Context: an optimization exercise on an open-source flow, tuned for small area, a short achievable clock period and few clock cycles per item. The choices shown serve that exercise and are no tape-out recipe.
Function was not checked in any run shown here: the RTL went through the layout flow alone.
Power and IR drop assume default switching activity.

==> flow/design.v (outline; a module is shown in full before it is edited, if it fits) <==
// module alu_core: 836 lines
// module alu_fa: 4 lines
// module alu_ha: 4 lines
// module alu_booth: 16 lines
// module alu_arbiter: 88 lines
module alu_arbiter
#(
  parameter int WIDTH   = 32,
  parameter int MUL_LAT = 3
) (
  input  logic             clk,
  input  logic             rst_n,
  input  logic             req0_valid,
  output logic             req0_ready,
  input  logic [2:0]       req0_op,
  input  logic [WIDTH-1:0] req0_a,
  input  logic [WIDTH-1:0] req0_b,
  input  logic             req1_valid,
  output logic             req1_ready,
  input  logic [2:0]       req1_op,
  input  logic [WIDTH-1:0] req1_a,
  input  logic [WIDTH-1:0] req1_b,
  output logic             resp_valid,
  input  logic             resp_ready,
  output logic             resp_id,
  output logic [WIDTH-1:0] resp_data,
  output logic             resp_zero,
  output logic             resp_neg
);
  // ...
==> flow/flow/run.sh <==
#!/bin/bash
# Layout: the standard ORFS flow (standard.sh), unchanged except for
# make-variable settings: a larger setup repair target (the SDC, clock period
# and I/O delays are untouched) and plain buffers on the ports.
set -euo pipefail
MARGIN=7
bash standard.sh \
  SETUP_SLACK_MARGIN=$MARGIN \
  "BUFFER_PORTS_ARGS=-buffer_cell sky130_fd_sc_hd__buf_1" \
  finish > standard_flow.log 2>&1
==> flow/standard.sh <==
#!/bin/bash
# synth_recipe.tcl (not shown) runs the flow's synth.tcl, then flattens the netlist and writes it again
# the make line also repeats each setting of config.mk as NAME=value (left out here)
make -C /OpenROAD-flow-scripts/flow DESIGN_CONFIG=/design/flow/config.mk WORK_HOME=/design/flow/orfs CLKGATE_MAP_FILE= SYNTH_SCRIPT=/design/flow/synth_recipe.tcl "${@:-finish}"
==> flow/config.mk <==
export PLATFORM = sky130hd
export DESIGN_NAME = alu_arbiter
export DESIGN_NICKNAME = alu_arbiter
export VERILOG_FILES = /design/flow/design.v
export SDC_FILE = /design/flow/constraint.sdc
export NUM_CORES = 4
export LEC_CHECK = 0
export CAP_MARGIN = 20
export CORE_MARGIN = 2
export CORE_UTILIZATION = 40
export SLEW_MARGIN = 20
export SYNTH_HIERARCHICAL = 1
export SYNTH_MINIMUM_KEEP_SIZE = 0
==> flow/constraint.sdc <==
create_clock -name core_clock -period 12.5 [get_ports {clk}]
set_input_delay 2.5000 -clock core_clock [delete_from_list [all_inputs] [get_ports {clk}]]
set_output_delay 2.5000 -clock core_clock [all_outputs]
set_load 0.01 [all_outputs]
==> results.ini, run 1 <==
[status]
status = no timing/DRC/antenna violations

[clocking]
cts_post_setup_buffers_inserted = 27
clock_sinks = 152

[route]
wl_met2_um = 31600
drc = 0
post_drt_via_cell_ratio = 6.39
drt_first_pass_iters = 6
drt_iter0_markers = 1883

[yosys]
synthesis.nets = 2278
yosysTopAreaCell = fa_1
synth_top_family_by_area = adder cells
netlist_instances = 1867

[place]
place_congestion = 0.927
dp_cells = 2487

[sta]
hold_ws_ns = 0.582
fin_crit_sh_pct = 45.2
max_freq_ghz = 0.177

[global_routing]
antenna_found_initial = 5
grt_pass1_wl_um = 101000
grt_pass1_vias = 16310
use_met1_pct = 37.3

[floorplanning]
ioPinCount = 177
core_area_um2 = 45300
dieArea_um2 = 47500

[final_layout]
final_cell_mix = xnor2_1, a22oi_1, fa_1
layout-drive-gt1-share_pct = 20.4
largest_class = multi-input gates
multi_input_gates = 1487

[setup_path]
reg2reg_depth = 17
crit_path_start_kind = flop
cp.depth = 17
rrSetupSlack_ns = 6.84

[power]
powerSeq_uw = 725
power_density_nw_per_um2 = 220

==> module alu_arbiter, before the edit <==
module alu_arbiter
#(
  parameter int WIDTH   = 32,
  parameter int MUL_LAT = 3
) (
  input  logic             clk,
  input  logic             rst_n,
  input  logic             req0_valid,
  output logic             req0_ready,
  input  logic [2:0]       req0_op,
  input  logic [WIDTH-1:0] req0_a,
  input  logic [WIDTH-1:0] req0_b,
  input  logic             req1_valid,
  output logic             req1_ready,
  input  logic [2:0]       req1_op,
  input  logic [WIDTH-1:0] req1_a,
  input  logic [WIDTH-1:0] req1_b,
  output logic             resp_valid,
  input  logic             resp_ready,
  output logic             resp_id,
  output logic [WIDTH-1:0] resp_data,
  output logic             resp_zero,
  output logic             resp_neg
);
  logic last_grant, cv, cid, en, acc0, acc1, acc;
  logic [2:0] op_g;
  logic [31:0] a_g, b_g, bm_g, by_g, y;
  logic m_q, cin_q, f_q;
  logic [31:0] a_q, by_q;
  logic [15:0] one_g, two_g, neg_g, one_q, two_q, neg_q;
  logic m_g, cin_g, f_g;
  assign en         = ~resp_valid | resp_ready;
  assign req0_ready = cv & ~cid & en & (last_grant | ~req1_valid);
  assign req1_ready = cv &  cid & en & (~last_grant | ~req0_valid);
  assign acc0       = req0_valid & req0_ready;
  assign acc1       = req1_valid & req1_ready;
  assign acc        = acc0 | acc1;
  assign op_g = cid ? req0_op : req1_op;
  assign a_g  = cid ? req0_a  : req1_a;
  assign b_g  = cid ? req0_b  : req1_b;
  always_comb begin
    m_g   = 1'b0;
    cin_g = 1'b0;
    f_g   = 1'b0;
    bm_g  = '0;
    by_g  = '0;
    case (op_g)
      alu_pkg::ALU_MUL: begin m_g = 1'b1; bm_g = b_g; end
      alu_pkg::ALU_SHL: begin m_g = 1'b1; bm_g = 32'd1 << b_g[4:0]; end
      alu_pkg::ALU_OR:  by_g = b_g & ~a_g;
      alu_pkg::ALU_SUB, alu_pkg::ALU_CMP: begin cin_g = 1'b1; by_g = ~b_g; end
      alu_pkg::ALU_CMM: begin cin_g = 1'b1; f_g = 1'b1; by_g = ~b_g; end
      alu_pkg::ALU_CME: begin f_g = 1'b1; by_g = ~b_g; end
      default: by_g = b_g;
    endcase
  end
  always_ff @(posedge clk or negedge rst_n) begin
    if (!rst_n) begin
      last_grant <= 1'b1;
      cid        <= 1'b0;
      cv         <= 1'b0;
      resp_valid <= 1'b0;
    end else begin
      if (acc) last_grant <= acc1;
      cid <= ~cid;
      cv  <= cid ? req0_valid : req1_valid;
      if (en) resp_valid <= acc;
    end
  end
  always_ff @(posedge clk) begin
    a_q   <= a_g;
    one_q <= one_g;
    two_q <= two_g;
    neg_q <= neg_g;
    by_q  <= by_g;
    m_q   <= m_g;
    cin_q <= cin_g;
    f_q   <= f_g;
    if (en) begin
      resp_data <= y;
      resp_id   <= cid;
    end
  end
  alu_booth u_booth (.b(bm_g), .one(one_g), .two(two_g), .neg(neg_g));
  alu_core u_core (.a(a_q), .one(one_q), .two(two_q), .neg(neg_q), .by(by_q), .m(m_q), .cin(cin_q), .f(f_q), .y(y));
  assign resp_zero = resp_data == '0;
  assign resp_neg  = resp_data[WIDTH-1];
endmodule
==> run 2, diff against run 1 <==
--- a/flow/design.v
+++ b/flow/design.v
@@ -15,12 +15,11 @@
   input  logic [15:0] two,
   input  logic [15:0] neg,
   input  logic [31:0] by,
-  input  logic        m,
   input  logic        cin,
   input  logic        f,
   output logic [31:0] y
 );
-  wire pp_0_0 = (one[0] & a[0]) ^ neg[0];
+  wire pp_0_0 = one[0] & a[0];
   wire pp_0_1 = ((one[0] & a[1]) | (two[0] & a[0])) ^ neg[0];
   wire pp_0_2 = ((one[0] & a[2]) | (two[0] & a[1])) ^ neg[0];
   wire pp_0_3 = ((one[0] & a[3]) | (two[0] & a[2])) ^ neg[0];
@@ -52,7 +51,7 @@
   wire pp_0_29 = ((one[0] & a[29]) | (two[0] & a[28])) ^ neg[0];
   wire pp_0_30 = ((one[0] & a[30]) | (two[0] & a[29])) ^ neg[0];
   wire pp_0_31 = ((one[0] & a[31]) | (two[0] & a[30])) ^ neg[0];
-  wire pp_1_0 = (one[1] & a[0]) ^ neg[1];
+  wire pp_1_0 = one[1] & a[0];
   wire pp_1_1 = ((one[1] & a[1]) | (two[1] & a[0])) ^ neg[1];
   wire pp_1_2 = ((one[1] & a[2]) | (two[1] & a[1])) ^ neg[1];
   wire pp_1_3 = ((one[1] & a[3]) | (two[1] & a[2])) ^ neg[1];
@@ -82,7 +81,7 @@
   wire pp_1_27 = ((one[1] & a[27]) | (two[1] & a[26])) ^ neg[1];
   wire pp_1_28 = ((one[1] & a[28]) | (two[1] & a[27])) ^ neg[1];
   wire pp_1_29 = ((one[1] & a[29]) | (two[1] & a[28])) ^ neg[1];
-  wire pp_2_0 = (one[2] & a[0]) ^ neg[2];
+  wire pp_2_0 = one[2] & a[0];
   wire pp_2_1 = ((one[2] & a[1]) | (two[2] & a[0])) ^ neg[2];
   wire pp_2_2 = ((one[2] & a[2]) | (two[2] & a[1])) ^ neg[2];
   wire pp_2_3 = ((one[2] & a[3]) | (two[2] & a[2])) ^ neg[2];
@@ -110,7 +109,7 @@
   wire pp_2_25 = ((one[2] & a[25]) | (two[2] & a[24])) ^ neg[2];
   wire pp_2_26 = ((one[2] & a[26]) | (two[2] & a[25])) ^ neg[2];
   wire pp_2_27 = ((one[2] & a[27]) | (two[2] & a[26])) ^ neg[2];
-  wire pp_3_0 = (one[3] & a[0]) ^ neg[3];
+  wire pp_3_0 = one[3] & a[0];
   wire pp_3_1 = ((one[3] & a[1]) | (two[3] & a[0])) ^ neg[3];
   wire pp_3_2 = ((one[3] & a[2]) | (two[3] & a[1])) ^ neg[3];
   wire pp_3_3 = ((one[3] & a[3]) | (two[3] & a[2])) ^ neg[3];
@@ -136,7 +135,7 @@
   wire pp_3_23 = ((one[3] & a[23]) | (two[3] & a[22])) ^ neg[3];
   wire pp_3_24 = ((one[3] & a[24]) | (two[3] & a[23])) ^ neg[3];
   wire pp_3_25 = ((one[3] & a[25]) | (two[3] & a[24])) ^ neg[3];
-  wire pp_4_0 = (one[4] & a[0]) ^ neg[4];
+  wire pp_4_0 = one[4] & a[0];
   wire pp_4_1 = ((one[4] & a[1]) | (two[4] & a[0])) ^ neg[4];
   wire pp_4_2 = ((one[4] & a[2]) | (two[4] & a[1])) ^ neg[4];
   wire pp_4_3 = ((one[4] & a[3]) | (two[4] & a[2])) ^ neg[4];
@@ -160,7 +159,7 @@
   wire pp_4_21 = ((one[4] & a[21]) | (two[4] & a[20])) ^ neg[4];
   wire pp_4_22 = ((one[4] & a[22]) | (two[4] & a[21])) ^ neg[4];
   wire pp_4_23 = ((one[4] & a[23]) | (two[4] & a[22])) ^ neg[4];
-  wire pp_5_0 = (one[5] & a[0]) ^ neg[5];
+  wire pp_5_0 = one[5] & a[0];
   wire pp_5_1 = ((one[5] & a[1]) | (two[5] & a[0])) ^ neg[5];
   wire pp_5_2 = ((one[5] & a[2]) | (two[5] & a[1])) ^ neg[5];
   wire pp_5_3 = ((one[5] & a[3]) | (two[5] & a[2])) ^ neg[5];
@@ -182,7 +181,7 @@
   wire pp_5_19 = ((one[5] & a[19]) | (two[5] & a[18])) ^ neg[5];
   wire pp_5_20 = ((one[5] & a[20]) | (two[5] & a[19])) ^ neg[5];
   wire pp_5_21 = ((one[5] & a[21]) | (two[5] & a[20])) ^ neg[5];
-  wire pp_6_0 = (one[6] & a[0]) ^ neg[6];
+  wire pp_6_0 = one[6] & a[0];
   wire pp_6_1 = ((one[6] & a[1]) | (two[6] & a[0])) ^ neg[6];
   wire pp_6_2 = ((one[6] & a[2]) | (two[6] & a[1])) ^ neg[6];
   wire pp_6_3 = ((one[6] & a[3]) | (two[6] & a[2])) ^ neg[6];
@@ -202,7 +201,7 @@
   wire pp_6_17 = ((one[6] & a[17]) | (two[6] & a[16])) ^ neg[6];
   wire pp_6_18 = ((one[6] & a[18]) | (two[6] & a[17])) ^ neg[6];
   wire pp_6_19 = ((one[6] & a[19]) | (two[6] & a[18])) ^ neg[6];
-  wire pp_7_0 = (one[7] & a[0]) ^ neg[7];
+  wire pp_7_0 = one[7] & a[0];
   wire pp_7_1 = ((one[7] & a[1]) | (two[7] & a[0])) ^ neg[7];
   wire pp_7_2 = ((one[7] & a[2]) | (two[7] & a[1])) ^ neg[7];
   wire pp_7_3 = ((one[7] & a[3]) | (two[7] & a[2])) ^ neg[7];
@@ -220,7 +219,7 @@
   wire pp_7_15 = ((one[7] & a[15]) | (two[7] & a[14])) ^ neg[7];
   wire pp_7_16 = ((one[7] & a[16]) | (two[7] & a[15])) ^ neg[7];
   wire pp_7_17 = ((one[7] & a[17]) | (two[7] & a[16])) ^ neg[7];
-  wire pp_8_0 = (one[8] & a[0]) ^ neg[8];
+  wire pp_8_0 = one[8] & a[0];
   wire pp_8_1 = ((one[8] & a[1]) | (two[8] & a[0])) ^ neg[8];
   wire pp_8_2 = ((one[8] & a[2]) | (two[8] & a[1])) ^ neg[8];
   wire pp_8_3 = ((one[8] & a[3]) | (two[8] & a[2])) ^ neg[8];
@@ -236,7 +235,7 @@
   wire pp_8_13 = ((one[8] & a[13]) | (two[8] & a[12])) ^ neg[8];
   wire pp_8_14 = ((one[8] & a[14]) | (two[8] & a[13])) ^ neg[8];
   wire pp_8_15 = ((one[8] & a[15]) | (two[8] & a[14])) ^ neg[8];
-  wire pp_9_0 = (one[9] & a[0]) ^ neg[9];
+  wire pp_9_0 = one[9] & a[0];
   wire pp_9_1 = ((one[9] & a[1]) | (two[9] & a[0])) ^ neg[9];
   wire pp_9_2 = ((one[9] & a[2]) | (two[9] & a[1])) ^ neg[9];
   wire pp_9_3 = ((one[9] & a[3]) | (two[9] & a[2])) ^ neg[9];
@@ -250,7 +249,7 @@
   wire pp_9_11 = ((one[9] & a[11]) | (two[9] & a[10])) ^ neg[9];
   wire pp_9_12 = ((one[9] & a[12]) | (two[9] & a[11])) ^ neg[9];
   wire pp_9_13 = ((one[9] & a[13]) | (two[9] & a[12])) ^ neg[9];
-  wire pp_10_0 = (one[10] & a[0]) ^ neg[10];
+  wire pp_10_0 = one[10] & a[0];
   wire pp_10_1 = ((one[10] & a[1]) | (two[10] & a[0])) ^ neg[10];
   wire pp_10_2 = ((one[10] & a[2]) | (two[10] & a[1])) ^ neg[10];
   wire pp_10_3 = ((one[10] & a[3]) | (two[10] & a[2])) ^ neg[10];
@@ -262,7 +261,7 @@
   wire pp_10_9 = ((one[10] & a[9]) | (two[10] & a[8])) ^ neg[10];
   wire pp_10_10 = ((one[10] & a[10]) | (two[10] & a[9])) ^ neg[10];
   wire pp_10_11 = ((one[10] & a[11]) | (two[10] & a[10])) ^ neg[10];
-  wire pp_11_0 = (one[11] & a[0]) ^ neg[11];
+  wire pp_11_0 = one[11] & a[0];
   wire pp_11_1 = ((one[11] & a[1]) | (two[11] & a[0])) ^ neg[11];
   wire pp_11_2 = ((one[11] & a[2]) | (two[11] & a[1])) ^ neg[11];
   wire pp_11_3 = ((one[11] & a[3]) | (two[11] & a[2])) ^ neg[11];
@@ -272,7 +271,7 @@
   wire pp_11_7 = ((one[11] & a[7]) | (two[11] & a[6])) ^ neg[11];
   wire pp_11_8 = ((one[11] & a[8]) | (two[11] & a[7])) ^ neg[11];
   wire pp_11_9 = ((one[11] & a[9]) | (two[11] & a[8])) ^ neg[11];
-  wire pp_12_0 = (one[12] & a[0]) ^ neg[12];
+  wire pp_12_0 = one[12] & a[0];
   wire pp_12_1 = ((one[12] & a[1]) | (two[12] & a[0])) ^ neg[12];
   wire pp_12_2 = ((one[12] & a[2]) | (two[12] & a[1])) ^ neg[12];
   wire pp_12_3 = ((one[12] & a[3]) | (two[12] & a[2])) ^ neg[12];
@@ -280,106 +279,106 @@
   wire pp_12_5 = ((one[12] & a[5]) | (two[12] & a[4])) ^ neg[12];
   wire pp_12_6 = ((one[12] & a[6]) | (two[12] & a[5])) ^ neg[12];
   wire pp_12_7 = ((one[12] & a[7]) | (two[12] & a[6])) ^ neg[12];
-  wire pp_13_0 = (one[13] & a[0]) ^ neg[13];
+  wire pp_13_0 = one[13] & a[0];
   wire pp_13_1 = ((one[13] & a[1]) | (two[13] & a[0])) ^ neg[13];
   wire pp_13_2 = ((one[13] & a[2]) | (two[13] & a[1])) ^ neg[13];
   wire pp_13_3 = ((one[13] & a[3]) | (two[13] & a[2])) ^ neg[13];
   wire pp_13_4 = ((one[13] & a[4]) | (two[13] & a[3])) ^ neg[13];
   wire pp_13_5 = ((one[13] & a[5]) | (two[13] & a[4])) ^ neg[13];
-  wire pp_14_0 = (one[14] & a[0]) ^ neg[14];
+  wire pp_14_0 = one[14] & a[0];
   wire pp_14_1 = ((one[14] & a[1]) | (two[14] & a[0])) ^ neg[14];
   wire pp_14_2 = ((one[14] & a[2]) | (two[14] & a[1])) ^ neg[14];
   wire pp_14_3 = ((one[14] & a[3]) | (two[14] & a[2])) ^ neg[14];
-  wire pp_15_0 = (one[15] & a[0]) ^ neg[15];
+  wire pp_15_0 = one[15] & a[0];
   wire pp_15_1 = ((one[15] & a[1]) | (two[15] & a[0])) ^ neg[15];
   wire s1, c2;
-  alu_ha u_s1 (.a(pp_0_24), .b(pp_1_22), .s(s1), .co(c2));
+  alu_ha u_s1 (.a(by[24]), .b(pp_0_24), .s(s1), .co(c2));
   wire s3, c4;
-  alu_ha u_s3 (.a(pp_0_25), .b(pp_1_23), .s(s3), .co(c4));
+  alu_fa u_s3 (.a(by[25]), .b(pp_0_25), .c(pp_1_23), .s(s3), .co(c4));
   wire s5, c6;
-  alu_fa u_s5 (.a(pp_0_26), .b(pp_1_24), .c(pp_2_22), .s(s5), .co(c6));
+  alu_fa u_s5 (.a(by[26]), .b(pp_0_26), .c(pp_1_24), .s(s5), .co(c6));
   wire s7, c8;
-  alu_ha u_s7 (.a(pp_3_20), .b(pp_4_18), .s(s7), .co(c8));
+  alu_ha u_s7 (.a(pp_2_22), .b(pp_3_20), .s(s7), .co(c8));
   wire s9, c10;
-  alu_fa u_s9 (.a(pp_0_27), .b(pp_1_25), .c(pp_2_23), .s(s9), .co(c10));
+  alu_fa u_s9 (.a(by[27]), .b(pp_0_27), .c(pp_1_25), .s(s9), .co(c10));
   wire s11, c12;
-  alu_ha u_s11 (.a(pp_3_21), .b(pp_4_19), .s(s11), .co(c12));
+  alu_fa u_s11 (.a(pp_2_23), .b(pp_3_21), .c(pp_4_19), .s(s11), .co(c12));
   wire s13, c14;
-  alu_fa u_s13 (.a(pp_0_28), .b(pp_1_26), .c(pp_2_24), .s(s13), .co(c14));
+  alu_fa u_s13 (.a(by[28]), .b(pp_0_28), .c(pp_1_26), .s(s13), .co(c14));
   wire s15, c16;
-  alu_fa u_s15 (.a(pp_3_22), .b(pp_4_20), .c(pp_5_18), .s(s15), .co(c16));
+  alu_fa u_s15 (.a(pp_2_24), .b(pp_3_22), .c(pp_4_20), .s(s15), .co(c16));
   wire s17, c18;
-  alu_ha u_s17 (.a(pp_6_16), .b(pp_7_14), .s(s17), .co(c18));
+  alu_ha u_s17 (.a(pp_5_18), .b(pp_6_16), .s(s17), .co(c18));
   wire s19, c20;
-  alu_fa u_s19 (.a(pp_0_29), .b(pp_1_27), .c(pp_2_25), .s(s19), .co(c20));
+  alu_fa u_s19 (.a(by[29]), .b(pp_0_29), .c(pp_1_27), .s(s19), .co(c20));
   wire s21, c22;
-  alu_fa u_s21 (.a(pp_3_23), .b(pp_4_21), .c(pp_5_19), .s(s21), .co(c22));
+  alu_fa u_s21 (.a(pp_2_25), .b(pp_3_23), .c(pp_4_21), .s(s21), .co(c22));
   wire s23, c24;
-  alu_ha u_s23 (.a(pp_6_17), .b(pp_7_15), .s(s23), .co(c24));
+  alu_fa u_s23 (.a(pp_5_19), .b(pp_6_17), .c(pp_7_15), .s(s23), .co(c24));
   wire s25, c26;
-  alu_fa u_s25 (.a(pp_0_30), .b(pp_1_28), .c(pp_2_26), .s(s25), .co(c26));
+  alu_fa u_s25 (.a(by[30]), .b(pp_0_30), .c(pp_1_28), .s(s25), .co(c26));
   wire s27, c28;
-  alu_fa u_s27 (.a(pp_3_24), .b(pp_4_22), .c(pp_5_20), .s(s27), .co(c28));
+  alu_fa u_s27 (.a(pp_2_26), .b(pp_3_24), .c(pp_4_22), .s(s27), .co(c28));
   wire s29, c30;
-  alu_fa u_s29 (.a(pp_6_18), .b(pp_7_16), .c(pp_8_14), .s(s29), .co(c30));
+  alu_fa u_s29 (.a(pp_5_20), .b(pp_6_18), .c(pp_7_16), .s(s29), .co(c30));
   wire s31, c32;
-  alu_ha u_s31 (.a(pp_9_12), .b(pp_10_10), .s(s31), .co(c32));
+  alu_ha u_s31 (.a(pp_8_14), .b(pp_9_12), .s(s31), .co(c32));
   wire s33;
-  alu_fa u_s33 (.a(pp_0_31), .b(pp_1_29), .c(pp_2_27), .s(s33), .co());
+  alu_fa u_s33 (.a(by[31]), .b(pp_0_31), .c(pp_1_29), .s(s33), .co());
   wire s34;
-  alu_fa u_s34 (.a(pp_3_25), .b(pp_4_23), .c(pp_5_21), .s(s34), .co());
+  alu_fa u_s34 (.a(pp_2_27), .b(pp_3_25), .c(pp_4_23), .s(s34), .co());
   wire s35;
-  alu_fa u_s35 (.a(pp_6_19), .b(pp_7_17), .c(pp_8_15), .s(s35), .co());
+  alu_fa u_s35 (.a(pp_5_21), .b(pp_6_19), .c(pp_7_17), .s(s35), .co());
   wire s36;
-  alu_ha u_s36 (.a(pp_9_13), .b(pp_10_11), .s(s36), .co());
+  alu_fa u_s36 (.a(pp_8_15), .b(pp_9_13), .c(pp_10_11), .s(s36), .co());
   wire s37, c38;
-  alu_ha u_s37 (.a(pp_0_16), .b(pp_1_14), .s(s37), .co(c38));
+  alu_ha u_s37 (.a(by[16]), .b(pp_0_16), .s(s37), .co(c38));
   wire s39, c40;
-  alu_ha u_s39 (.a(pp_0_17), .b(pp_1_15), .s(s39), .co(c40));
+  alu_fa u_s39 (.a(by[17]), .b(pp_0_17), .c(pp_1_15), .s(s39), .co(c40));
   wire s41, c42;
-  alu_fa u_s41 (.a(pp_0_18), .b(pp_1_16), .c(pp_2_14), .s(s41), .co(c42));
+  alu_fa u_s41 (.a(by[18]), .b(pp_0_18), .c(pp_1_16), .s(s41), .co(c42));
   wire s43, c44;
-  alu_ha u_s43 (.a(pp_3_12), .b(pp_4_10), .s(s43), .co(c44));
+  alu_ha u_s43 (.a(pp_2_14), .b(pp_3_12), .s(s43), .co(c44));
   wire s45, c46;
-  alu_fa u_s45 (.a(pp_0_19), .b(pp_1_17), .c(pp_2_15), .s(s45), .co(c46));
+  alu_fa u_s45 (.a(by[19]), .b(pp_0_19), .c(pp_1_17), .s(s45), .co(c46));
   wire s47, c48;
-  alu_ha u_s47 (.a(pp_3_13), .b(pp_4_11), .s(s47), .co(c48));
+  alu_fa u_s47 (.a(pp_2_15), .b(pp_3_13), .c(pp_4_11), .s(s47), .co(c48));
   wire s49, c50;
-  alu_fa u_s49 (.a(pp_0_20), .b(pp_1_18), .c(pp_2_16), .s(s49), .co(c50));
+  alu_fa u_s49 (.a(by[20]), .b(pp_0_20), .c(pp_1_18), .s(s49), .co(c50));
   wire s51, c52;
-  alu_fa u_s51 (.a(pp_3_14), .b(pp_4_12), .c(pp_5_10), .s(s51), .co(c52));
+  alu_fa u_s51 (.a(pp_2_16), .b(pp_3_14), .c(pp_4_12), .s(s51), .co(c52));
   wire s53, c54;
-  alu_ha u_s53 (.a(pp_6_8), .b(pp_7_6), .s(s53), .co(c54));
+  alu_ha u_s53 (.a(pp_5_10), .b(pp_6_8), .s(s53), .co(c54));
   wire s55, c56;
-  alu_fa u_s55 (.a(pp_0_21), .b(pp_1_19), .c(pp_2_17), .s(s55), .co(c56));
+  alu_fa u_s55 (.a(by[21]), .b(pp_0_21), .c(pp_1_19), .s(s55), .co(c56));
   wire s57, c58;
-  alu_fa u_s57 (.a(pp_3_15), .b(pp_4_13), .c(pp_5_11), .s(s57), .co(c58));
+  alu_fa u_s57 (.a(pp_2_17), .b(pp_3_15), .c(pp_4_13), .s(s57), .co(c58));
   wire s59, c60;
-  alu_ha u_s59 (.a(pp_6_9), .b(pp_7_7), .s(s59), .co(c60));
+  alu_fa u_s59 (.a(pp_5_11), .b(pp_6_9), .c(pp_7_7), .s(s59), .co(c60));
   wire s61, c62;
-  alu_fa u_s61 (.a(pp_0_22), .b(pp_1_20), .c(pp_2_18), .s(s61), .co(c62));
+  alu_fa u_s61 (.a(by[22]), .b(pp_0_22), .c(pp_1_20), .s(s61), .co(c62));
   wire s63, c64;
-  alu_fa u_s63 (.a(pp_3_16), .b(pp_4_14), .c(pp_5_12), .s(s63), .co(c64));
+  alu_fa u_s63 (.a(pp_2_18), .b(pp_3_16), .c(pp_4_14), .s(s63), .co(c64));
   wire s65, c66;
-  alu_fa u_s65 (.a(pp_6_10), .b(pp_7_8), .c(pp_8_6), .s(s65), .co(c66));
+  alu_fa u_s65 (.a(pp_5_12), .b(pp_6_10), .c(pp_7_8), .s(s65), .co(c66));
   wire s67, c68;
-  alu_ha u_s67 (.a(pp_9_4), .b(pp_10_2), .s(s67), .co(c68));
+  alu_ha u_s67 (.a(pp_8_6), .b(pp_9_4), .s(s67), .co(c68));
   wire s69, c70;
-  alu_fa u_s69 (.a(pp_0_23), .b(pp_1_21), .c(pp_2_19), .s(s69), .co(c70));
+  alu_fa u_s69 (.a(by[23]), .b(pp_0_23), .c(pp_1_21), .s(s69), .co(c70));
   wire s71, c72;
-  alu_fa u_s71 (.a(pp_3_17), .b(pp_4_15), .c(pp_5_13), .s(s71), .co(c72));
+  alu_fa u_s71 (.a(pp_2_19), .b(pp_3_17), .c(pp_4_15), .s(s71), .co(c72));
   wire s73, c74;
-  alu_fa u_s73 (.a(pp_6_11), .b(pp_7_9), .c(pp_8_7), .s(s73), .co(c74));
+  alu_fa u_s73 (.a(pp_5_13), .b(pp_6_11), .c(pp_7_9), .s(s73), .co(c74));
   wire s75, c76;
-  alu_ha u_s75 (.a(pp_9_5), .b(pp_10_3), .s(s75), .co(c76));
+  alu_fa u_s75 (.a(pp_8_7), .b(pp_9_5), .c(pp_10_3), .s(s75), .co(c76));
   wire s77, c78;
-  alu_fa u_s77 (.a(s1), .b(pp_2_20), .c(pp_3_18), .s(s77), .co(c78));
+  alu_fa u_s77 (.a(s1), .b(pp_1_22), .c(pp_2_20), .s(s77), .co(c78));
   wire s79, c80;
-  alu_fa u_s79 (.a(pp_4_16), .b(pp_5_14), .c(pp_6_12), .s(s79), .co(c80));
+  alu_fa u_s79 (.a(pp_3_18), .b(pp_4_16), .c(pp_5_14), .s(s79), .co(c80));
   wire s81, c82;
-  alu_fa u_s81 (.a(pp_7_10), .b(pp_8_8), .c(pp_9_6), .s(s81), .co(c82));
+  alu_fa u_s81 (.a(pp_6_12), .b(pp_7_10), .c(pp_8_8), .s(s81), .co(c82));
   wire s83, c84;
-  alu_fa u_s83 (.a(pp_10_4), .b(pp_11_2), .c(pp_12_0), .s(s83), .co(c84));
+  alu_fa u_s83 (.a(pp_9_6), .b(pp_10_4), .c(pp_11_2), .s(s83), .co(c84));
   wire s85, c86;
   alu_fa u_s85 (.a(c2), .b(s3), .c(pp_2_21), .s(s85), .co(c86));
   wire s87, c88;
@@ -391,11 +390,11 @@
   wire s93, c94;
   alu_fa u_s93 (.a(c4), .b(s5), .c(s7), .s(s93), .co(c94));
   wire s95, c96;
-  alu_fa u_s95 (.a(pp_5_16), .b(pp_6_14), .c(pp_7_12), .s(s95), .co(c96));
+  alu_fa u_s95 (.a(pp_4_18), .b(pp_5_16), .c(pp_6_14), .s(s95), .co(c96));
   wire s97, c98;
-  alu_fa u_s97 (.a(pp_8_10), .b(pp_9_8), .c(pp_10_6), .s(s97), .co(c98));
+  alu_fa u_s97 (.a(pp_7_12), .b(pp_8_10), .c(pp_9_8), .s(s97), .co(c98));
   wire s99, c100;
-  alu_fa u_s99 (.a(pp_11_4), .b(pp_12_2), .c(pp_13_0), .s(s99), .co(c100));
+  alu_fa u_s99 (.a(pp_10_6), .b(pp_11_4), .c(pp_12_2), .s(s99), .co(c100));
   wire s101, c102;
   alu_fa u_s101 (.a(c6), .b(c8), .c(s9), .s(s101), .co(c102));
   wire s103, c104;
@@ -407,11 +406,11 @@
   wire s109, c110;
   alu_fa u_s109 (.a(c10), .b(c12), .c(s13), .s(s109), .co(c110));
   wire s111, c112;
-  alu_fa u_s111 (.a(s15), .b(s17), .c(pp_8_12), .s(s111), .co(c112));
+  alu_fa u_s111 (.a(s15), .b(s17), .c(pp_7_14), .s(s111), .co(c112));
   wire s113, c114;
-  alu_fa u_s113 (.a(pp_9_10), .b(pp_10_8), .c(pp_11_6), .s(s113), .co(c114));
+  alu_fa u_s113 (.a(pp_8_12), .b(pp_9_10), .c(pp_10_8), .s(s113), .co(c114));
   wire s115, c116;
-  alu_fa u_s115 (.a(pp_12_4), .b(pp_13_2), .c(pp_14_0), .s(s115), .co(c116));
+  alu_fa u_s115 (.a(pp_11_6), .b(pp_12_4), .c(pp_13_2), .s(s115), .co(c116));
   wire s117, c118;
   alu_fa u_s117 (.a(c14), .b(c16), .c(c18), .s(s117), .co(c118));
   wire s119, c120;
@@ -425,9 +424,9 @@
   wire s127, c128;
   alu_fa u_s127 (.a(s25), .b(s27), .c(s29), .s(s127), .co(c128));
   wire s129, c130;
-  alu_fa u_s129 (.a(s31), .b(pp_11_8), .c(pp_12_6), .s(s129), .co(c130));
+  alu_fa u_s129 (.a(s31), .b(pp_10_10), .c(pp_11_8), .s(s129), .co(c130));
   wire s131, c132;
-  alu_fa u_s131 (.a(pp_13_4), .b(pp_14_2), .c(pp_15_0), .s(s131), .co(c132));
+  alu_fa u_s131 (.a(pp_12_6), .b(pp_13_4), .c(pp_14_2), .s(s131), .co(c132));
   wire s133;
   alu_fa u_s133 (.a(c26), .b(c28), .c(c30), .s(s133), .co());
   wire s134;
@@ -437,35 +436,35 @@
   wire s136;
   alu_fa u_s136 (.a(pp_12_7), .b(pp_13_5), .c(pp_14_3), .s(s136), .co());
   wire s137, c138;
-  alu_ha u_s137 (.a(pp_0_10), .b(pp_1_8), .s(s137), .co(c138));
+  alu_ha u_s137 (.a(by[10]), .b(pp_0_10), .s(s137), .co(c138));
   wire s139, c140;
-  alu_ha u_s139 (.a(pp_0_11), .b(pp_1_9), .s(s139), .co(c140));
+  alu_fa u_s139 (.a(by[11]), .b(pp_0_11), .c(pp_1_9), .s(s139), .co(c140));
   wire s141, c142;
-  alu_fa u_s141 (.a(pp_0_12), .b(pp_1_10), .c(pp_2_8), .s(s141), .co(c142));
+  alu_fa u_s141 (.a(by[12]), .b(pp_0_12), .c(pp_1_10), .s(s141), .co(c142));
   wire s143, c144;
-  alu_ha u_s143 (.a(pp_3_6), .b(pp_4_4), .s(s143), .co(c144));
+  alu_ha u_s143 (.a(pp_2_8), .b(pp_3_6), .s(s143), .co(c144));
   wire s145, c146;
-  alu_fa u_s145 (.a(pp_0_13), .b(pp_1_11), .c(pp_2_9), .s(s145), .co(c146));
+  alu_fa u_s145 (.a(by[13]), .b(pp_0_13), .c(pp_1_11), .s(s145), .co(c146));
   wire s147, c148;
-  alu_ha u_s147 (.a(pp_3_7), .b(pp_4_5), .s(s147), .co(c148));
+  alu_fa u_s147 (.a(pp_2_9), .b(pp_3_7), .c(pp_4_5), .s(s147), .co(c148));
   wire s149, c150;
-  alu_fa u_s149 (.a(pp_0_14), .b(pp_1_12), .c(pp_2_10), .s(s149), .co(c150));
+  alu_fa u_s149 (.a(by[14]), .b(pp_0_14), .c(pp_1_12), .s(s149), .co(c150));
   wire s151, c152;
-  alu_fa u_s151 (.a(pp_3_8), .b(pp_4_6), .c(pp_5_4), .s(s151), .co(c152));
+  alu_fa u_s151 (.a(pp_2_10), .b(pp_3_8), .c(pp_4_6), .s(s151), .co(c152));
   wire s153, c154;
-  alu_ha u_s153 (.a(pp_6_2), .b(pp_7_0), .s(s153), .co(c154));
+  alu_ha u_s153 (.a(pp_5_4), .b(pp_6_2), .s(s153), .co(c154));
   wire s155, c156;
-  alu_fa u_s155 (.a(pp_0_15), .b(pp_1_13), .c(pp_2_11), .s(s155), .co(c156));
+  alu_fa u_s155 (.a(by[15]), .b(pp_0_15), .c(pp_1_13), .s(s155), .co(c156));
   wire s157, c158;
-  alu_fa u_s157 (.a(pp_3_9), .b(pp_4_7), .c(pp_5_5), .s(s157), .co(c158));
+  alu_fa u_s157 (.a(pp_2_11), .b(pp_3_9), .c(pp_4_7), .s(s157), .co(c158));
   wire s159, c160;
-  alu_ha u_s159 (.a(pp_6_3), .b(pp_7_1), .s(s159), .co(c160));
+  alu_fa u_s159 (.a(pp_5_5), .b(pp_6_3), .c(pp_7_1), .s(s159), .co(c160));
   wire s161, c162;
-  alu_fa u_s161 (.a(s37), .b(pp_2_12), .c(pp_3_10), .s(s161), .co(c162));
+  alu_fa u_s161 (.a(s37), .b(pp_1_14), .c(pp_2_12), .s(s161), .co(c162));
   wire s163, c164;
-  alu_fa u_s163 (.a(pp_4_8), .b(pp_5_6), .c(pp_6_4), .s(s163), .co(c164));
+  alu_fa u_s163 (.a(pp_3_10), .b(pp_4_8), .c(pp_5_6), .s(s163), .co(c164));
   wire s165, c166;
-  alu_fa u_s165 (.a(pp_7_2), .b(pp_8_0), .c(neg[8]), .s(s165), .co(c166));
+  alu_fa u_s165 (.a(pp_6_4), .b(pp_7_2), .c(pp_8_0), .s(s165), .co(c166));
   wire s167, c168;
   alu_fa u_s167 (.a(c38), .b(s39), .c(pp_2_13), .s(s167), .co(c168));
   wire s169, c170;
@@ -475,9 +474,9 @@
   wire s173, c174;
   alu_fa u_s173 (.a(c40), .b(s41), .c(s43), .s(s173), .co(c174));
   wire s175, c176;
-  alu_fa u_s175 (.a(pp_5_8), .b(pp_6_6), .c(pp_7_4), .s(s175), .co(c176));
+  alu_fa u_s175 (.a(pp_4_10), .b(pp_5_8), .c(pp_6_6), .s(s175), .co(c176));
   wire s177, c178;
-  alu_fa u_s177 (.a(pp_8_2), .b(pp_9_0), .c(neg[9]), .s(s177), .co(c178));
+  alu_fa u_s177 (.a(pp_7_4), .b(pp_8_2), .c(pp_9_0), .s(s177), .co(c178));
   wire s179, c180;
   alu_fa u_s179 (.a(c42), .b(c44), .c(s45), .s(s179), .co(c180));
   wire s181, c182;
@@ -487,9 +486,9 @@
   wire s185, c186;
   alu_fa u_s185 (.a(c46), .b(c48), .c(s49), .s(s185), .co(c186));
   wire s187, c188;
-  alu_fa u_s187 (.a(s51), .b(s53), .c(pp_8_4), .s(s187), .co(c188));
+  alu_fa u_s187 (.a(s51), .b(s53), .c(pp_7_6), .s(s187), .co(c188));
   wire s189, c190;
-  alu_fa u_s189 (.a(pp_9_2), .b(pp_10_0), .c(neg[10]), .s(s189), .co(c190));
+  alu_fa u_s189 (.a(pp_8_4), .b(pp_9_2), .c(pp_10_0), .s(s189), .co(c190));
   wire s191, c192;
   alu_fa u_s191 (.a(c50), .b(c52), .c(c54), .s(s191), .co(c192));
   wire s193, c194;
@@ -501,7 +500,7 @@
   wire s199, c200;
   alu_fa u_s199 (.a(s61), .b(s63), .c(s65), .s(s199), .co(c200));
   wire s201, c202;
-  alu_fa u_s201 (.a(s67), .b(pp_11_0), .c(neg[11]), .s(s201), .co(c202));
+  alu_fa u_s201 (.a(s67), .b(pp_10_2), .c(pp_11_0), .s(s201), .co(c202));
   wire s203, c204;
   alu_fa u_s203 (.a(c62), .b(c64), .c(c66), .s(s203), .co(c204));
   wire s205, c206;
@@ -513,7 +512,7 @@
   wire s211, c212;
   alu_fa u_s211 (.a(c76), .b(s77), .c(s79), .s(s211), .co(c212));
   wire s213, c214;
-  alu_fa u_s213 (.a(s81), .b(s83), .c(neg[12]), .s(s213), .co(c214));
+  alu_fa u_s213 (.a(s81), .b(s83), .c(pp_12_0), .s(s213), .co(c214));
   wire s215, c216;
   alu_fa u_s215 (.a(c78), .b(c80), .c(c82), .s(s215), .co(c216));
   wire s217, c218;
@@ -525,7 +524,7 @@
   wire s223, c224;
   alu_fa u_s223 (.a(c92), .b(s93), .c(s95), .s(s223), .co(c224));
   wire s225, c226;
-  alu_fa u_s225 (.a(s97), .b(s99), .c(neg[13]), .s(s225), .co(c226));
+  alu_fa u_s225 (.a(s97), .b(s99), .c(pp_13_0), .s(s225), .co(c226));
   wire s227, c228;
   alu_fa u_s227 (.a(c94), .b(c96), .c(c98), .s(s227), .co(c228));
   wire s229, c230;
@@ -537,7 +536,7 @@
   wire s235, c236;
   alu_fa u_s235 (.a(c108), .b(s109), .c(s111), .s(s235), .co(c236));
   wire s237, c238;
-  alu_fa u_s237 (.a(s113), .b(s115), .c(neg[14]), .s(s237), .co(c238));
+  alu_fa u_s237 (.a(s113), .b(s115), .c(pp_14_0), .s(s237), .co(c238));
   wire s239, c240;
   alu_fa u_s239 (.a(c110), .b(c112), .c(c114), .s(s239), .co(c240));
   wire s241, c242;
@@ -549,7 +548,7 @@
   wire s247, c248;
   alu_fa u_s247 (.a(c124), .b(s125), .c(s127), .s(s247), .co(c248));
   wire s249, c250;
-  alu_fa u_s249 (.a(s129), .b(s131), .c(neg[15]), .s(s249), .co(c250));
+  alu_fa u_s249 (.a(s129), .b(s131), .c(pp_15_0), .s(s249), .co(c250));
   wire s251;
   alu_fa u_s251 (.a(c126), .b(c128), .c(c130), .s(s251), .co());
   wire s252;
@@ -557,21 +556,21 @@
   wire s253;
   alu_fa u_s253 (.a(s135), .b(s136), .c(pp_15_1), .s(s253), .co());
   wire s254, c255;
-  alu_ha u_s254 (.a(pp_0_6), .b(pp_1_4), .s(s254), .co(c255));
+  alu_ha u_s254 (.a(by[6]), .b(pp_0_6), .s(s254), .co(c255));
   wire s256, c257;
-  alu_ha u_s256 (.a(pp_0_7), .b(pp_1_5), .s(s256), .co(c257));
+  alu_fa u_s256 (.a(by[7]), .b(pp_0_7), .c(pp_1_5), .s(s256), .co(c257));
   wire s258, c259;
-  alu_fa u_s258 (.a(pp_0_8), .b(pp_1_6), .c(pp_2_4), .s(s258), .co(c259));
+  alu_fa u_s258 (.a(by[8]), .b(pp_0_8), .c(pp_1_6), .s(s258), .co(c259));
   wire s260, c261;
-  alu_ha u_s260 (.a(pp_3_2), .b(pp_4_0), .s(s260), .co(c261));
+  alu_ha u_s260 (.a(pp_2_4), .b(pp_3_2), .s(s260), .co(c261));
   wire s262, c263;
-  alu_fa u_s262 (.a(pp_0_9), .b(pp_1_7), .c(pp_2_5), .s(s262), .co(c263));
+  alu_fa u_s262 (.a(by[9]), .b(pp_0_9), .c(pp_1_7), .s(s262), .co(c263));
   wire s264, c265;
-  alu_ha u_s264 (.a(pp_3_3), .b(pp_4_1), .s(s264), .co(c265));
+  alu_fa u_s264 (.a(pp_2_5), .b(pp_3_3), .c(pp_4_1), .s(s264), .co(c265));
   wire s266, c267;
-  alu_fa u_s266 (.a(s137), .b(pp_2_6), .c(pp_3_4), .s(s266), .co(c267));
+  alu_fa u_s266 (.a(s137), .b(pp_1_8), .c(pp_2_6), .s(s266), .co(c267));
   wire s268, c269;
-  alu_fa u_s268 (.a(pp_4_2), .b(pp_5_0), .c(neg[5]), .s(s268), .co(c269));
+  alu_fa u_s268 (.a(pp_3_4), .b(pp_4_2), .c(pp_5_0), .s(s268), .co(c269));
   wire s270, c271;
   alu_fa u_s270 (.a(c138), .b(s139), .c(pp_2_7), .s(s270), .co(c271));
   wire s272, c273;
@@ -579,7 +578,7 @@
   wire s274, c275;
   alu_fa u_s274 (.a(c140), .b(s141), .c(s143), .s(s274), .co(c275));
   wire s276, c277;
-  alu_fa u_s276 (.a(pp_5_2), .b(pp_6_0), .c(neg[6]), .s(s276), .co(c277));
+  alu_fa u_s276 (.a(pp_4_4), .b(pp_5_2), .c(pp_6_0), .s(s276), .co(c277));
   wire s278, c279;
   alu_fa u_s278 (.a(c142), .b(c144), .c(s145), .s(s278), .co(c279));
   wire s280, c281;
@@ -587,7 +586,7 @@
   wire s282, c283;
   alu_fa u_s282 (.a(c146), .b(c148), .c(s149), .s(s282), .co(c283));
   wire s284, c285;
-  alu_fa u_s284 (.a(s151), .b(s153), .c(neg[7]), .s(s284), .co(c285));
+  alu_fa u_s284 (.a(s151), .b(s153), .c(pp_7_0), .s(s284), .co(c285));
   wire s286, c287;
   alu_fa u_s286 (.a(c150), .b(c152), .c(c154), .s(s286), .co(c287));
   wire s288, c289;
@@ -657,11 +656,11 @@
   wire s351;
   alu_fa u_s351 (.a(s251), .b(s252), .c(s253), .s(s351), .co());
   wire s352, c353;
-  alu_ha u_s352 (.a(pp_0_4), .b(pp_1_2), .s(s352), .co(c353));
+  alu_ha u_s352 (.a(by[4]), .b(pp_0_4), .s(s352), .co(c353));
   wire s354, c355;
-  alu_ha u_s354 (.a(pp_0_5), .b(pp_1_3), .s(s354), .co(c355));
+  alu_fa u_s354 (.a(by[5]), .b(pp_0_5), .c(pp_1_3), .s(s354), .co(c355));
   wire s356, c357;
-  alu_fa u_s356 (.a(s254), .b(pp_2_2), .c(pp_3_0), .s(s356), .co(c357));
+  alu_fa u_s356 (.a(s254), .b(pp_1_4), .c(pp_2_2), .s(s356), .co(c357));
   wire s358, c359;
   alu_fa u_s358 (.a(c255), .b(s256), .c(pp_2_3), .s(s358), .co(c359));
   wire s360, c361;
@@ -713,137 +712,138 @@
   wire s406;
   alu_fa u_s406 (.a(c347), .b(c349), .c(s350), .s(s406), .co());
   wire s407, c408;
-  alu_ha u_s407 (.a(pp_0_2), .b(pp_1_0), .s(s407), .co(c408));
+  alu_ha u_s407 (.a(cin), .b(by[0]), .s(s407), .co(c408));
   wire s409, c410;
-  alu_ha u_s409 (.a(pp_0_3), .b(pp_1_1), .s(s409), .co(c410));
+  alu_ha u_s409 (.a(by[1]), .b(pp_0_1), .s(s409), .co(c410));
   wire s411, c412;
-  alu_fa u_s411 (.a(s352), .b(pp_2_0), .c(neg[2]), .s(s411), .co(c412));
+  alu_fa u_s411 (.a(by[2]), .b(pp_0_2), .c(pp_1_0), .s(s411), .co(c412));
   wire s413, c414;
-  alu_fa u_s413 (.a(c353), .b(s354), .c(pp_2_1), .s(s413), .co(c414));
+  alu_fa u_s413 (.a(by[3]), .b(pp_0_3), .c(pp_1_1), .s(s413), .co(c414));
   wire s415, c416;
-  alu_fa u_s415 (.a(c355), .b(s356), .c(neg[3]), .s(s415), .co(c416));
+  alu_fa u_s415 (.a(s352), .b(pp_1_2), .c(pp_2_0), .s(s415), .co(c416));
   wire s417, c418;
-  alu_fa u_s417 (.a(c357), .b(s358), .c(pp_3_1), .s(s417), .co(c418));
+  alu_fa u_s417 (.a(c353), .b(s354), .c(pp_2_1), .s(s417), .co(c418));
   wire s419, c420;
-  alu_fa u_s419 (.a(c359), .b(s360), .c(neg[4]), .s(s419), .co(c420));
+  alu_fa u_s419 (.a(c355), .b(s356), .c(pp_3_0), .s(s419), .co(c420));
   wire s421, c422;
-  alu_fa u_s421 (.a(c361), .b(s362), .c(s264), .s(s421), .co(c422));
+  alu_fa u_s421 (.a(c357), .b(s358), .c(pp_3_1), .s(s421), .co(c422));
   wire s423, c424;
-  alu_fa u_s423 (.a(c363), .b(s364), .c(s268), .s(s423), .co(c424));
+  alu_fa u_s423 (.a(c359), .b(s360), .c(pp_4_0), .s(s423), .co(c424));
   wire s425, c426;
-  alu_fa u_s425 (.a(c365), .b(s366), .c(s272), .s(s425), .co(c426));
+  alu_fa u_s425 (.a(c361), .b(s362), .c(s264), .s(s425), .co(c426));
   wire s427, c428;
-  alu_fa u_s427 (.a(c367), .b(s368), .c(s276), .s(s427), .co(c428));
+  alu_fa u_s427 (.a(c363), .b(s364), .c(s268), .s(s427), .co(c428));
   wire s429, c430;
-  alu_fa u_s429 (.a(c369), .b(s370), .c(s280), .s(s429), .co(c430));
+  alu_fa u_s429 (.a(c365), .b(s366), .c(s272), .s(s429), .co(c430));
   wire s431, c432;
-  alu_fa u_s431 (.a(c371), .b(s372), .c(s284), .s(s431), .co(c432));
+  alu_fa u_s431 (.a(c367), .b(s368), .c(s276), .s(s431), .co(c432));
   wire s433, c434;
-  alu_fa u_s433 (.a(c373), .b(s374), .c(s288), .s(s433), .co(c434));
+  alu_fa u_s433 (.a(c369), .b(s370), .c(s280), .s(s433), .co(c434));
   wire s435, c436;
-  alu_fa u_s435 (.a(c375), .b(s376), .c(s292), .s(s435), .co(c436));
+  alu_fa u_s435 (.a(c371), .b(s372), .c(s284), .s(s435), .co(c436));
   wire s437, c438;
-  alu_fa u_s437 (.a(c377), .b(s378), .c(s296), .s(s437), .co(c438));
+  alu_fa u_s437 (.a(c373), .b(s374), .c(s288), .s(s437), .co(c438));
   wire s439, c440;
-  alu_fa u_s439 (.a(c379), .b(s380), .c(s300), .s(s439), .co(c440));
+  alu_fa u_s439 (.a(c375), .b(s376), .c(s292), .s(s439), .co(c440));
   wire s441, c442;
-  alu_fa u_s441 (.a(c381), .b(s382), .c(s304), .s(s441), .co(c442));
+  alu_fa u_s441 (.a(c377), .b(s378), .c(s296), .s(s441), .co(c442));
   wire s443, c444;
-  alu_fa u_s443 (.a(c383), .b(s384), .c(s308), .s(s443), .co(c444));
+  alu_fa u_s443 (.a(c379), .b(s380), .c(s300), .s(s443), .co(c444));
   wire s445, c446;
-  alu_fa u_s445 (.a(c385), .b(s386), .c(s312), .s(s445), .co(c446));
+  alu_fa u_s445 (.a(c381), .b(s382), .c(s304), .s(s445), .co(c446));
   wire s447, c448;
-  alu_fa u_s447 (.a(c387), .b(s388), .c(s316), .s(s447), .co(c448));
+  alu_fa u_s447 (.a(c383), .b(s384), .c(s308), .s(s447), .co(c448));
   wire s449, c450;
-  alu_fa u_s449 (.a(c389), .b(s390), .c(s320), .s(s449), .co(c450));
+  alu_fa u_s449 (.a(c385), .b(s386), .c(s312), .s(s449), .co(c450));
   wire s451, c452;
-  alu_fa u_s451 (.a(c391), .b(s392), .c(s324), .s(s451), .co(c452));
+  alu_fa u_s451 (.a(c387), .b(s388), .c(s316), .s(s451), .co(c452));
   wire s453, c454;
-  alu_fa u_s453 (.a(c393), .b(s394), .c(s328), .s(s453), .co(c454));
+  alu_fa u_s453 (.a(c389), .b(s390), .c(s320), .s(s453), .co(c454));
   wire s455, c456;
-  alu_fa u_s455 (.a(c395), .b(s396), .c(s332), .s(s455), .co(c456));
+  alu_fa u_s455 (.a(c391), .b(s392), .c(s324), .s(s455), .co(c456));
   wire s457, c458;
-  alu_fa u_s457 (.a(c397), .b(s398), .c(s336), .s(s457), .co(c458));
+  alu_fa u_s457 (.a(c393), .b(s394), .c(s328), .s(s457), .co(c458));
   wire s459, c460;
-  alu_fa u_s459 (.a(c399), .b(s400), .c(s340), .s(s459), .co(c460));
+  alu_fa u_s459 (.a(c395), .b(s396), .c(s332), .s(s459), .co(c460));
   wire s461, c462;
-  alu_fa u_s461 (.a(c401), .b(s402), .c(s344), .s(s461), .co(c462));
+  alu_fa u_s461 (.a(c397), .b(s398), .c(s336), .s(s461), .co(c462));
   wire s463, c464;
-  alu_fa u_s463 (.a(c403), .b(s404), .c(s348), .s(s463), .co(c464));
-  wire s465;
-  alu_fa u_s465 (.a(c405), .b(s406), .c(s351), .s(s465), .co());
-  logic [31:0] ms, mc, x, yy;
-  logic [30:0] lo;
-  logic c31, flag;
-  assign ms[0] = pp_0_0;
-  assign mc[0] = neg[0];
-  assign ms[1] = pp_0_1;
-  assign mc[1] = 1'b0;
-  assign ms[2] = s407;
-  assign mc[2] = neg[1];
-  assign ms[3] = c408;
-  assign mc[3] = s409;
-  assign ms[4] = c410;
-  assign mc[4] = s411;
-  assign ms[5] = c412;
-  assign mc[5] = s413;
-  assign ms[6] = c414;
-  assign mc[6] = s415;
-  assign ms[7] = c416;
-  assign mc[7] = s417;
-  assign ms[8] = c418;
-  assign mc[8] = s419;
-  assign ms[9] = c420;
-  assign mc[9] = s421;
-  assign ms[10] = c422;
-  assign mc[10] = s423;
-  assign ms[11] = c424;
-  assign mc[11] = s425;
-  assign ms[12] = c426;
-  assign mc[12] = s427;
-  assign ms[13] = c428;
-  assign mc[13] = s429;
-  assign ms[14] = c430;
-  assign mc[14] = s431;
-  assign ms[15] = c432;
-  assign mc[15] = s433;
-  assign ms[16] = c434;
-  assign mc[16] = s435;
-  assign ms[17] = c436;
-  assign mc[17] = s437;
-  assign ms[18] = c438;
-  assign mc[18] = s439;
-  assign ms[19] = c440;
-  assign mc[19] = s441;
-  assign ms[20] = c442;
-  assign mc[20] = s443;
-  assign ms[21] = c444;
-  assign mc[21] = s445;
-  assign ms[22] = c446;
-  assign mc[22] = s447;
-  assign ms[23] = c448;
-  assign mc[23] = s449;
-  assign ms[24] = c450;
-  assign mc[24] = s451;
-  assign ms[25] = c452;
-  assign mc[25] = s453;
-  assign ms[26] = c454;
-  assign mc[26] = s455;
-  assign ms[27] = c456;
-  assign mc[27] = s457;
-  assign ms[28] = c458;
-  assign mc[28] = s459;
-  assign ms[29] = c460;
-  assign mc[29] = s461;
-  assign ms[30] = c462;
-  assign mc[30] = s463;
-  assign ms[31] = c464;
-  assign mc[31] = s465;
-  assign x = ms | (a & {32{~m}});
-  assign yy = mc | by;
-  assign {c31, lo} = {1'b0, x[30:0]} + {1'b0, yy[30:0]} + {31'b0, cin};
-  assign flag = (a[31] ~^ by[31]) ? a[31] : ~c31;
-  assign y = f ? {31'b0, flag} : {x[31] ^ yy[31] ^ c31, lo};
+  alu_fa u_s463 (.a(c399), .b(s400), .c(s340), .s(s463), .co(c464));
+  wire s465, c466;
+  alu_fa u_s465 (.a(c401), .b(s402), .c(s344), .s(s465), .co(c466));
+  wire s467, c468;
+  alu_fa u_s467 (.a(c403), .b(s404), .c(s348), .s(s467), .co(c468));
+  wire s469;
+  alu_fa u_s469 (.a(c405), .b(s406), .c(s351), .s(s469), .co());
+  logic [31:0] ms, mc, s;
+  logic flag;
+  assign ms[0] = s407;
+  assign mc[0] = pp_0_0;
+  assign ms[1] = c408;
+  assign mc[1] = s409;
+  assign ms[2] = c410;
+  assign mc[2] = s411;
+  assign ms[3] = c412;
+  assign mc[3] = s413;
+  assign ms[4] = c414;
+  assign mc[4] = s415;
+  assign ms[5] = c416;
+  assign mc[5] = s417;
+  assign ms[6] = c418;
+  assign mc[6] = s419;
+  assign ms[7] = c420;
+  assign mc[7] = s421;
+  assign ms[8] = c422;
+  assign mc[8] = s423;
+  assign ms[9] = c424;
+  assign mc[9] = s425;
+  assign ms[10] = c426;
+  assign mc[10] = s427;
+  assign ms[11] = c428;
+  assign mc[11] = s429;
+  assign ms[12] = c430;
+  assign mc[12] = s431;
+  assign ms[13] = c432;
+  assign mc[13] = s433;
+  assign ms[14] = c434;
+  assign mc[14] = s435;
+  assign ms[15] = c436;
+  assign mc[15] = s437;
+  assign ms[16] = c438;
+  assign mc[16] = s439;
+  assign ms[17] = c440;
+  assign mc[17] = s441;
+  assign ms[18] = c442;
+  assign mc[18] = s443;
+  assign ms[19] = c444;
+  assign mc[19] = s445;
+  assign ms[20] = c446;
+  assign mc[20] = s447;
+  assign ms[21] = c448;
+  assign mc[21] = s449;
+  assign ms[22] = c450;
+  assign mc[22] = s451;
+  assign ms[23] = c452;
+  assign mc[23] = s453;
+  assign ms[24] = c454;
+  assign mc[24] = s455;
+  assign ms[25] = c456;
+  assign mc[25] = s457;
+  assign ms[26] = c458;
+  assign mc[26] = s459;
+  assign ms[27] = c460;
+  assign mc[27] = s461;
+  assign ms[28] = c462;
+  assign mc[28] = s463;
+  assign ms[29] = c464;
+  assign mc[29] = s465;
+  assign ms[30] = c466;
+  assign mc[30] = s467;
+  assign ms[31] = c468;
+  assign mc[31] = s469;
+  assign s = ms + mc;
+  assign flag = (a[31] ~^ by[31]) ? a[31] : s[31];
+  assign y = f ? {31'b0, flag} : s;
 endmodule
 module alu_fa (input logic a, b, c, output logic s, co);
   assign s  = a ^ b ^ c;
@@ -896,10 +896,10 @@
   logic last_grant, cv, cid, en, acc0, acc1, acc;
   logic [2:0] op_g;
   logic [31:0] a_g, b_g, bm_g, by_g, y;
-  logic m_q, cin_q, f_q;
+  logic cin_q, f_q;
   logic [31:0] a_q, by_q;
   logic [15:0] one_g, two_g, neg_g, one_q, two_q, neg_q;
-  logic m_g, cin_g, f_g;
+  logic cin_g, f_g;
   assign en         = ~resp_valid | resp_ready;
   assign req0_ready = cv & ~cid & en & (last_grant | ~req1_valid);
   assign req1_ready = cv &  cid & en & (~last_grant | ~req0_valid);
@@ -910,14 +910,13 @@
   assign a_g  = cid ? req0_a  : req1_a;
   assign b_g  = cid ? req0_b  : req1_b;
   always_comb begin
-    m_g   = 1'b0;
     cin_g = 1'b0;
     f_g   = 1'b0;
-    bm_g  = '0;
+    bm_g  = 32'd1;
     by_g  = '0;
     case (op_g)
-      alu_pkg::ALU_MUL: begin m_g = 1'b1; bm_g = b_g; end
-      alu_pkg::ALU_SHL: begin m_g = 1'b1; bm_g = 32'd1 << b_g[4:0]; end
+      alu_pkg::ALU_MUL: bm_g = b_g;
+      alu_pkg::ALU_SHL: bm_g = 32'd1 << b_g[4:0];
       alu_pkg::ALU_OR:  by_g = b_g & ~a_g;
       alu_pkg::ALU_SUB, alu_pkg::ALU_CMP: begin cin_g = 1'b1; by_g = ~b_g; end
       alu_pkg::ALU_CMM: begin cin_g = 1'b1; f_g = 1'b1; by_g = ~b_g; end
@@ -943,8 +942,10 @@
     one_q <= one_g;
     two_q <= two_g;
     neg_q <= neg_g;
-    by_q  <= by_g;
-    m_q   <= m_g;
+    for (int i = 0; i < 16; i++) begin
+      by_q[2*i]   <= by_g[2*i];
+      by_q[2*i+1] <= by_g[2*i+1] | (neg_g[i] & ~(one_g[i] & a_g[0]));
+    end
     cin_q <= cin_g;
     f_q   <= f_g;
     if (en) begin
@@ -953,7 +954,7 @@
     end
   end
   alu_booth u_booth (.b(bm_g), .one(one_g), .two(two_g), .neg(neg_g));
-  alu_core u_core (.a(a_q), .one(one_q), .two(two_q), .neg(neg_q), .by(by_q), .m(m_q), .cin(cin_q), .f(f_q), .y(y));
+  alu_core u_core (.a(a_q), .one(one_q), .two(two_q), .neg(neg_q), .by(by_q), .cin(cin_q), .f(f_q), .y(y));
   assign resp_zero = resp_data == '0;
   assign resp_neg  = resp_data[WIDTH-1];
 endmodule
==> flow/flow/run.sh (replaced) <==
#!/bin/bash
# Layout: the standard ORFS flow (standard.sh), unchanged except for
# make-variable settings: a larger setup repair target (the SDC, clock period
# and I/O delays are untouched), plain buffers on the ports, and clock tree
# synthesis without dummy loads.
set -euo pipefail
bash standard.sh \
  SETUP_SLACK_MARGIN=6.75 \
  "BUFFER_PORTS_ARGS=-buffer_cell sky130_fd_sc_hd__buf_1" \
  "CTS_ARGS=-sink_clustering_enable -repair_clock_nets -dont_use_dummy_load" \
  finish > standard_flow.log 2>&1
--- a/flow/config.mk
+++ b/flow/config.mk
@@ -7,7 +7,8 @@
 export LEC_CHECK = 0
 export CAP_MARGIN = 20
 export CORE_MARGIN = 2
-export CORE_UTILIZATION = 40
+export CORE_UTILIZATION = 65
+export PLACE_DENSITY = 0.75
 export SLEW_MARGIN = 20
 export SYNTH_HIERARCHICAL = 1
 export SYNTH_MINIMUM_KEEP_SIZE = 0
==> run 2 against run 1 <==
  * Power increased by 5.8%
  * Hold slack got worse by 0.0080 ns
  * Combinational power is 8.2% higher
  * Utilization grew 24 points
  * First-iteration DRC count is 27% higher
  * Worst setup slack got worse by 0.065 ns
  * Cell count down 17%
  * Via count down 8.5%
  * Clock skew rose by 0.016 ns
  * Largest power group unchanged
  * Highest routed layer unchanged
==> results.ini, run 2 <==
[yosys]
synth-seq-cells = 151  ; was 152
postSynth.asyncResetShare_pct = 2.65  ; was 2.63%
muxShareOfSynthArea_pct = 4.96  ; was 4.17%
ys_types = 81  ; was 69
synth_xor_area_share_pct = 14.3  ; about the same
synth-compound-area-share_pct = 20.7  ; was 22.0%
ys_seq_area_share_pct = 18.9  ; was 18.5%
postSynthAreaPerCell_um2 = 10.2  ; was 9.80 um^2
ys_top_cells_by_count = xnor2_1, a22oi_1, fa_1  ; unchanged
synth_area_um2 = 17800  ; was 18300 um^2
synth_top_flop_cell = dfxtp_1  ; unchanged
synth-edff-count = 33  ; unchanged
netlist_instances = 1744  ; was 1867
synth_top_family_by_area = adder cells  ; unchanged
synth_simple_gate_area_share_pct = 7.05  ; was 7.97%
synth_adder_area_share_pct = 28.8  ; was 27.3%
yosysTopAreaCellShare_pct = 25.5  ; was 23.2%
yosysTopAreaCell = fa_1  ; unchanged
synthesis.nets = 2157  ; was 2278
yosys.cell_count.top_type = xnor2_1  ; unchanged
synthTopCellsByArea = fa_1, xnor2_1, dfxtp_1  ; unchanged
synth-warning-count = 8  ; unchanged

[sta]
final-hold-violation-count = 0  ; unchanged
finalSetupViolations = 0  ; unchanged
relSlewSlack_pct = 30.5  ; was 34.1%
maxSlewViolCount = 0  ; unchanged
tightest_slew_ns = 1.04  ; was 0.989 ns
fin_crit_ns = 5.72  ; was 5.66 ns
max_freq_ghz = 0.175  ; was 0.177 GHz
finClkSkew_ns = 0.0306  ; was 0.0148 ns
tns_ns = 0  ; unchanged
fin_crit_sh_pct = 45.8  ; was 45.2%
setup_ws_ns = 6.78  ; was 6.84 ns
hold_ws_ns = 0.574  ; was 0.582 ns
rsz0062_at_grt = no  ; was yes

[clocking]
tritoncts = built  ; unchanged
clock_sinks = 151  ; was 152
cts_max_level = 4  ; unchanged
cts-buffers-inserted = 17  ; unchanged
clockBufferDepth = 2  ; unchanged
insertion_delay_ns = 0.44  ; was 0.46 ns
path_clk_slew_ns = 0.07  ; about the same
cts-root-buf = clkbuf_16  ; unchanged

[place]
post-place-ws_ns = 6.37  ; was 5.69 ns
place_congestion = 0.934  ; was 0.927
dp_hpwl_um = 39400  ; was 48100 um
dp_cells = 2106  ; was 2487
io_buffers = 176  ; unchanged

[floorplanning]
rows = 60  ; was 78
die_h_um = 170  ; was 218 um
core_area_um2 = 27000  ; was 45300 um^2
ioPinCount = 177  ; unchanged
die_w_um = 170  ; was 218 um
initial_core_util_pct = 66.1  ; was 40.4%
dieArea_um2 = 28700  ; was 47500 um^2

[setup_path]
crit_path_start_kind = input pin  ; was flop
critPathArrivalTime_ns = 3.22  ; was 5.83 ns
path_max_fanout = 3  ; was 11
cp.required_ns = 10.00  ; was 12.68 ns
path_class = in2out  ; was reg2reg
end_kind = output port  ; was flop

[final_layout]
reg_top3 = a_q (32), by_q (32), resp_data (32)  ; unchanged
final_cell_mix = xnor2_1, a22oi_1, fa_1  ; unchanged
n_antenna_cell = 0  ; was 1
stdcell_count = 2135  ; was 2585
final_common_cell = xnor2_1  ; unchanged
syn2layout_area_growth_pct = 8.48  ; was 18.7%
layout-drive-gt1-share_pct = 11.2  ; was 20.4%
num-nets-final = 2209  ; was 2382
fin_util_pct = 71.7  ; was 48.0%

[status]
status = no timing/DRC/antenna violations  ; unchanged

[global_routing]
grt_pass1_vias = 14792  ; was 16310
grt_max_degree = 76  ; was 77
overflow = 0  ; unchanged
antenna_found_initial = 1  ; was 5
grt_usage_pct = 38.0  ; was 28.4%
grt_pass1_wl_um = 83700  ; was 101000 um

[route]
post_drt_via_cell_ratio = 7.08  ; was 6.39
drt_iter0_markers = 2391  ; was 1883
ant_nets = 0  ; unchanged
wl_um = 56200  ; was 71000 um
dr_total_vias = 15117  ; was 16514
drc = 0  ; unchanged
wire_per_inst_um = 26.3  ; was 27.5 um
drt_first_pass_iters = 8  ; was 6

[power]
power_density_nw_per_um2 = 261  ; was 220 nW/um^2
vdd_ir_drop_max_mv = 0.247  ; was 0.166 mV
leakage_nw = 7.39  ; was 8.30 nW

[job]
drv_cap = 0  ; unchanged

[min_path]
hp-class = reg2reg  ; unchanged

-- run 2: worst paths after layout --
path	from	to	slack, ns	cells past startpoint
max	resp_ready	req1_ready	6.78	4
min reg2reg	last_grant$_DFFE_PN1P_	last_grant$_DFFE_PN1P_	0.57	1
max in group asynchronous	rst_n	last_grant$_DFFE_PN1P_	10.36	1
max reg2reg	two_q[2]$_DFF_P_	resp_data[0]$_DFFE_PN_	6.87	17
min	last_grant$_DFFE_PN1P_	last_grant$_DFFE_PN1P_	0.57	1
min in group asynchronous	rst_n	cid$_DFF_PN0_	1.88	1
-- run 2: repair_timing --
item | in CTS | in global routing
hold buffers | 0 | 0
pin swaps | 0 | 18
setup endpoints to repair | 11 | 11
endpoints found under the hold margin | 0 | 0
cloned | 1 | 6
buffers inserted | 1 | 4
gates resized for setup | 26 | 107
-- run 2: per-stage QoR --
stage,cell area [um^2],power [mW]
2_1_floorplan,17800,3.42
3_3_place_gp,18300,4.18
3_5_place_dp,18300,4.27
4_1_cts,18800,4.73
5_1_grt,19300,5.44
6_report,19300,5.05
-- run 2: worst max-delay path: stages --
cell and delay (ns):
buf_2 0.16, nand2b_4 0.16, and4_1 0.25, clkbuf_2 0.15
-- run 2: kinds of logic after synthesis --
family                     after synthesis
AOI/OAI and AO/OA                      509
xor gates and xnor gates               291
adders and majority gates              274
buffers and inverters                  202
DFF                                    151
muxes                                   83
and+or+nand+nor                        234
-- run 2: modules after synthesis (local to each module, per instance) --
module       area (um^2)  cells  flip-flops and latches  times used
alu_booth            544     78                       0           1
alu_ha              12.5      1                       0          16
alu_arbiter         5860    476                     151           1
alu_fa              20.0      1                       0         226
alu_core            6690    948                       0           1
-- run 2: metal layers --
layer | track usage (%) | share of wire (%)
met5 | 0 | 0.016
met4 | 13.5 | 3.7
met3 | 8.21 | 12
met2 | 60.6 | 46
met1 | 51.7 | 38
-- run 2: report_power, final --
part / internal (mW) / switching [mW]
clock network: 0.236 / 0.197
logic: 1.66 / 2.18
registers: 0.690 / 0.0850
-- run 2: layout make-up --
cell class / count / area [um^2]
clock buffer: 17 / 425
fill: 1950 / 7630
inverter: 14 / 55.1
multi-input combinational: 1392 / 13700
sequential: 151 / 3470
tap: 341 / 427
timing repair buffer: 220 / 1270

re-timing with driven ports:
No port has a modelled driver above. Below, the same layouts with a new extraction and two added sets of constraints. Step 1 (the two cells are an assumption about what drives the block):
set clk [get_ports {clk}]
set_driving_cell -lib_cell sky130_fd_sc_hd__clkbuf_16 $clk
set_driving_cell -lib_cell sky130_fd_sc_hd__buf_2 [delete_from_list [all_inputs] $clk]
Step 2 moves the port delays by t, midway between the first and last clock arrival at a register: inputs arrive t later, outputs are due t later. That takes back most of the time a late clock gives input paths. Three values: no drivers, after step 1, after step 2; two values: the first two.
run	t (ns)	setup WS [ns]	worst register clock-pin slew, ns	pins driven straight from the clock port
run 1	0.506	6.844 / 6.844 / 6.844	0.08 / 0.08	1
run 2	0.475	6.780 / 6.759 / 6.759	0.08 / 0.08	1
After both steps setup and hold are still met in every run listed. The setup slack of run 2, which loses most, moves by -0.021 ns with the drivers and by -0.021 ns with both steps.
